Background: an optimization exercise with open tools, aiming at small area. Do not read the settings as production practice. Function was checked by simulation only, so behaviour that the tests miss may differ from the original. Power is estimated from default activity; no workload was simulated.

==> flow/design.v <==
package readout_pkg;
    typedef logic [7:0]  byte_t;            
    typedef logic [3:0]  channel_cnt_t;     
    typedef logic [31:0] word_t;            
    typedef logic [31:0] rbcp_addr_t;       
    typedef logic [6:0]  fifo_count_t;      
    typedef logic [7:0]  pace_cnt_t;        
    typedef logic [3:0]  credit_t;          
    localparam int FIFO_DEPTH = 64;                     
    localparam pace_cnt_t READ_DELAY_CYCLES = 8'd200;
    localparam credit_t TX_CREDITS = 4'd8;              
    typedef enum logic [1:0] {
        PACER_IDLE,      
        PACER_WAIT,      
        PACER_DRAIN      
    } pacer_state_e;
endpackage
module sample_fifo (
    input  logic               CLK_200M,
    input  logic               CNT125M,
    input  logic               flush_i,       
    input  logic               wr_en_i,
    input  readout_pkg::byte_t wr_data_i,
    input  logic               rd_en_i,       
    output readout_pkg::byte_t rd_data_o,     
    output logic               empty_o,
    output logic               full_o
);
    logic [8*readout_pkg::FIFO_DEPTH-1:0] mem;       
    readout_pkg::fifo_count_t             count;     
    logic                                 wr_ok;     
    assign full_o  = count[6];
    assign empty_o = (count == '0);
    assign wr_ok   = wr_en_i & ~full_o & ~flush_i;   
    always_ff @(posedge CLK_200M) begin
        if (wr_ok) begin
            mem <= {mem[8*readout_pkg::FIFO_DEPTH-9:0], wr_data_i};
        end
    end
    logic [7:0]         hi, lo;
    readout_pkg::byte_t grp [8];         
    always_comb begin
        for (int j = 0; j < 8; j++) begin
            hi[j] = (count[5:3] == j);
            lo[j] = (count[2:0] == j);
        end
        rd_data_o = '0;
        for (int j = 0; j < 8; j++) begin
            grp[j] = '0;
            for (int i = 0; i < 8; i++) begin
                grp[j] = grp[j] | (mem[8*(8*j+i) +: 8] & {8{lo[i]}});
            end
            rd_data_o = rd_data_o | (grp[j] & {8{hi[j]}});
        end
    end
    always_ff @(posedge CLK_200M or posedge CNT125M) begin
        if (CNT125M) begin
            count <= '0;
        end else if (flush_i) begin
            count <= '0;                     
        end else begin
            case ({wr_ok, rd_en_i})
                2'b10:   count <= count + 1'b1;
                2'b01:   count <= count - 1'b1;
                default: count <= count;     
            endcase
        end
    end
endmodule
module readout_pacer (
    input  logic                      CLK_200M,
    input  logic                      CNT125M,
    input  logic                      tcp_open_i,        
    input  logic                      trigger_i,         
    input  readout_pkg::channel_cnt_t rd_channels_i,
    input  logic                      fifo_empty_i,
    input  readout_pkg::byte_t        fifo_data_i,       
    output logic                      fifo_rd_en_o,
    input  logic                      credit_return_i,   
    output logic                      tx_valid_o,
    output readout_pkg::byte_t        tx_data_o
);
    readout_pkg::pacer_state_e state;
    readout_pkg::pace_cnt_t    cnt;          
    readout_pkg::credit_t      credits;      
    assign fifo_rd_en_o = (state == readout_pkg::PACER_DRAIN) &
                          (cnt[5:0] != '0) &
                          (credits != '0) &
                          ~fifo_empty_i;
    assign tx_data_o = fifo_data_i;          
    always_ff @(posedge CLK_200M or posedge CNT125M) begin
        if (CNT125M) begin
            state <= readout_pkg::PACER_IDLE;
        end else if (!tcp_open_i) begin
            state <= readout_pkg::PACER_IDLE;        
        end else begin
            case (state)
                readout_pkg::PACER_IDLE: begin
                    if (trigger_i) state <= readout_pkg::PACER_WAIT;
                end
                readout_pkg::PACER_WAIT: begin
                    if (cnt == '0) state <= readout_pkg::PACER_DRAIN;
                end
                readout_pkg::PACER_DRAIN: begin
                    if (cnt[5:0] == '0) state <= readout_pkg::PACER_IDLE;    
                end
                default: begin
                    state <= readout_pkg::PACER_IDLE;
                end
            endcase
        end
    end
    always_ff @(posedge CLK_200M) begin
        case (state)
            readout_pkg::PACER_IDLE: begin
                cnt <= readout_pkg::READ_DELAY_CYCLES;
            end
            readout_pkg::PACER_WAIT: begin
                if (cnt == '0) begin
                    cnt <= {2'b00, rd_channels_i, 2'b00};    
                end else begin
                    cnt <= cnt - 1'b1;
                end
            end
            default: begin
                if (fifo_rd_en_o) cnt <= cnt - 1'b1;
            end
        endcase
    end
    always_ff @(posedge CLK_200M or posedge CNT125M) begin
        if (CNT125M) begin
            credits    <= readout_pkg::TX_CREDITS;
            tx_valid_o <= 1'b0;
        end else if (!tcp_open_i) begin
            credits    <= readout_pkg::TX_CREDITS;   
            tx_valid_o <= 1'b0;                      
        end else begin
            tx_valid_o <= fifo_rd_en_o;              
            case ({fifo_rd_en_o, credit_return_i})
                2'b10:   credits <= credits - 1'b1;
                2'b01:   credits <= credits + 1'b1;
                default: credits <= credits;         
            endcase
        end
    end
endmodule
module rbcp_regs (
    input  logic                    CLK_200M,
    input  logic                    CNT125M,
    input  readout_pkg::rbcp_addr_t rbcp_addr_i,
    input  readout_pkg::byte_t      rbcp_wd_i,
    input  logic                    rbcp_we_i,
    input  logic                    rbcp_re_i,
    output readout_pkg::byte_t      rbcp_rd_o,      
    output logic                    rbcp_ack_o      
);
    logic [31:2]        addr_reg;        
    readout_pkg::byte_t wd_reg;          
    logic               written;         
    readout_pkg::byte_t lane_a;          
    logic               lane_c;          
    logic [3:1]         carry;           
    readout_pkg::word_t aligned;
    always_ff @(posedge CLK_200M or posedge CNT125M) begin
        if (CNT125M) begin
            written    <= 1'b0;
            rbcp_ack_o <= 1'b0;
        end else begin
            if (rbcp_we_i) written <= 1'b1;
            rbcp_ack_o <= rbcp_re_i | rbcp_we_i;
        end
    end
    always_ff @(posedge CLK_200M) begin
        if (rbcp_we_i) begin
            addr_reg <= rbcp_addr_i[31:2];
            wd_reg   <= rbcp_wd_i;
        end
    end
    assign aligned = {addr_reg, 2'b00};
    always_comb begin
        logic c;
        c = 1'b0;
        for (int i = 0; i < 24; i++) begin
            c = (aligned[i] & wd_reg[i%8]) | ((aligned[i] | wd_reg[i%8]) & c);
            if (i % 8 == 7) carry[i/8+1] = c;
        end
    end
    always_comb begin
        lane_a = aligned[rbcp_addr_i[1:0]*8 +: 8];       
        case (rbcp_addr_i[1:0])
            2'd0:    lane_c = 1'b0;
            2'd1:    lane_c = carry[1];
            2'd2:    lane_c = carry[2];
            default: lane_c = carry[3];
        endcase
    end
    always_ff @(posedge CLK_200M) begin
        rbcp_rd_o <= (lane_a + wd_reg + 8'(lane_c)) & {8{written}};
    end
endmodule
module readout_top (
    input  logic                      CLK_200M,
    input  logic                      CNT125M,
    input  logic                      sample_valid_i,
    input  readout_pkg::byte_t        sample_data_i,
    input  readout_pkg::channel_cnt_t rd_channels_i,     
    output logic                      fifo_full_o,
    input  logic                      tcp_open_i,
    input  logic                      credit_return_i,
    output logic                      tx_valid_o,
    output readout_pkg::byte_t        tx_data_o,
    input  readout_pkg::rbcp_addr_t   rbcp_addr_i,
    input  readout_pkg::byte_t        rbcp_wd_i,
    input  logic                      rbcp_we_i,
    input  logic                      rbcp_re_i,
    output readout_pkg::byte_t        rbcp_rd_o,
    output logic                      rbcp_ack_o
);
    logic               fifo_wr_en;      
    logic               fifo_flush;
    logic               fifo_rd_en;
    logic               fifo_empty;
    readout_pkg::byte_t fifo_data;
    assign fifo_wr_en = sample_valid_i & tcp_open_i;     
    assign fifo_flush = ~tcp_open_i;
    sample_fifo sample_fifo_inst (
        .CLK_200M  (CLK_200M),
        .CNT125M   (CNT125M),
        .flush_i   (fifo_flush),
        .wr_en_i   (fifo_wr_en),
        .wr_data_i (sample_data_i),
        .rd_en_i   (fifo_rd_en),
        .rd_data_o (fifo_data),
        .empty_o   (fifo_empty),
        .full_o    (fifo_full_o)
    );
    readout_pacer readout_pacer_inst (
        .CLK_200M        (CLK_200M),
        .CNT125M         (CNT125M),
        .tcp_open_i      (tcp_open_i),
        .trigger_i       (fifo_wr_en),
        .rd_channels_i   (rd_channels_i),
        .fifo_empty_i    (fifo_empty),
        .fifo_data_i     (fifo_data),
        .fifo_rd_en_o    (fifo_rd_en),
        .credit_return_i (credit_return_i),
        .tx_valid_o      (tx_valid_o),
        .tx_data_o       (tx_data_o)
    );
    rbcp_regs rbcp_regs_inst (
        .CLK_200M    (CLK_200M),
        .CNT125M     (CNT125M),
        .rbcp_addr_i (rbcp_addr_i),
        .rbcp_wd_i   (rbcp_wd_i),
        .rbcp_we_i   (rbcp_we_i),
        .rbcp_re_i   (rbcp_re_i),
        .rbcp_rd_o   (rbcp_rd_o),
        .rbcp_ack_o  (rbcp_ack_o)
    );
endmodule
==> flow/config.mk <==
export PLATFORM = sky130hd
export DESIGN_NAME = readout_top
export DESIGN_NICKNAME = readout_top
export VERILOG_FILES = /design/flow/design.v
export SDC_FILE = /design/flow/constraint.sdc
export NUM_CORES = 4
export LEC_CHECK = 0
export CAP_MARGIN = 20
export CORE_MARGIN = 2
export CORE_UTILIZATION = 40
export SLEW_MARGIN = 20
==> flow/constraint.sdc <==
create_clock -name core_clock -period 5.0 [get_ports {CLK_200M}]
set_input_delay 1.0000 -clock core_clock [delete_from_list [all_inputs] [get_ports {CLK_200M}]]
set_output_delay 1.0000 -clock core_clock [all_outputs]
set_load 0.01 [all_outputs]
standard.sh (not shown) runs the stock make flow with config.mk's settings and CLKGATE_MAP_FILE= SYNTH_SCRIPT=/design/flow/synth_recipe.tcl, a recipe that flattens the netlist after the stock synthesis.
==> flow/flow/run.sh <==
#!/bin/bash
# The standard layout with three changes:
#  - synthesis maps the logic with an area-oriented ABC script (flow/area.abc);
#    everything else in synthesis, registers included, is the standard one;
#  - port buffers use the smallest buffer;
#  - the clock tree uses small buffers in large clusters, without dummy loads.
# The make output goes to standard_make.log in this folder.
set -euo pipefail
WORK=$(pwd)
cat > "$WORK/area_synth.tcl" <<EOT
proc abc {args} {
  set i [lsearch \$args -script]
  if {\$i >= 0} { lset args [expr {\$i + 1}] $WORK/flow/area.abc }
  yosys abc {*}\$args
}
source $WORK/synth_recipe.tcl
EOT
bash standard.sh \
  "SYNTH_SCRIPT=$WORK/area_synth.tcl" \
  "CTS_ARGS=-sink_clustering_enable -repair_clock_nets -dont_use_dummy_load -buf_list {sky130_fd_sc_hd__clkbuf_2 sky130_fd_sc_hd__clkbuf_4} -sink_clustering_size 9 -sink_clustering_max_diameter 60" \
  "BUFFER_PORTS_ARGS=-buffer_cell sky130_fd_sc_hd__buf_1" \
  finish > standard_make.log 2>&1
==> flow/flow/area.abc <==
strash
&get -n
&st
&dch
&nf -R 1000
&put
strash
&get -n
&st
&dch
&nf -R 1000
&put
strash
&get -n
&st
&dch
&nf -R 1000
&put
topo
stime -c
The starting point passed the timing, DRC and antenna checks.
Rerun with:
--- a/flow/design.v
+++ b/flow/design.v
@@ -79,16 +79,16 @@
     input  logic                      credit_return_i,   
     output logic                      tx_valid_o,
     output readout_pkg::byte_t        tx_data_o
 );
     readout_pkg::pacer_state_e state;
     readout_pkg::pace_cnt_t    cnt;          
-    readout_pkg::credit_t      credits;      
+    readout_pkg::credit_t      used;         
     assign fifo_rd_en_o = (state == readout_pkg::PACER_DRAIN) &
                           (cnt[5:0] != '0) &
-                          (credits != '0) &
+                          ~used[3] &
                           ~fifo_empty_i;
     assign tx_data_o = fifo_data_i;          
     always_ff @(posedge CLK_200M or posedge CNT125M) begin
         if (CNT125M) begin
             state <= readout_pkg::PACER_IDLE;
         end else if (!tcp_open_i) begin
@@ -126,23 +126,23 @@
                 if (fifo_rd_en_o) cnt <= cnt - 1'b1;
             end
         endcase
     end
     always_ff @(posedge CLK_200M or posedge CNT125M) begin
         if (CNT125M) begin
-            credits    <= readout_pkg::TX_CREDITS;
+            used       <= '0;
             tx_valid_o <= 1'b0;
         end else if (!tcp_open_i) begin
-            credits    <= readout_pkg::TX_CREDITS;   
+            used       <= '0;                        
             tx_valid_o <= 1'b0;                      
         end else begin
             tx_valid_o <= fifo_rd_en_o;              
             case ({fifo_rd_en_o, credit_return_i})
-                2'b10:   credits <= credits - 1'b1;
-                2'b01:   credits <= credits + 1'b1;
-                default: credits <= credits;         
+                2'b10:   used <= used + 1'b1;
+                2'b01:   used <= used - 1'b1;
+                default: used <= used;               
             endcase
         end
     end
 endmodule
 module rbcp_regs (
     input  logic                    CLK_200M,
Effect: The changed run passed the timing, DRC and antenna checks; wire length is lower by a few percent; clock skew came out higher by 0.023 ns; setup slack got worse by 0.0049 ns; core utilization hardly moves; critical path depth stays the same; synthesized cell count went up slightly; via count goes down slightly; sequential power is about the same; design area hardly moves.

[static timing again, ports no longer ideal]
Ports are ideal in the flow. The routed layouts listed here were re-timed in OpenROAD.
Step 1 (the two cells are an assumption about what drives the block):
set clk [get_ports {CLK_200M}]
set_driving_cell -lib_cell sky130_fd_sc_hd__clkbuf_16 $clk
set_driving_cell -lib_cell sky130_fd_sc_hd__buf_2 [delete_from_list [all_inputs] $clk]
Step 2 times the ports against the registers' clock, not the clock port: input delays grow and output delays shrink by t, the midpoint of the rising clock arrivals with the driver on.
a / b / c = ideal / step 1 / step 2; a / b = the first two.
run | t (ns) | setup WS [ns] | clock arrival spread, ns | worst data-port slew with drivers (ns)
the first run | 0.816 | 0.278 / 0.226 / 0.504 | 0.054 / 0.055 | 0.07
the second run | 0.808 | 0.273 / 0.224 / 0.346 | 0.108 / 0.108 | 0.04
After both steps setup and hold are still met in every run listed.
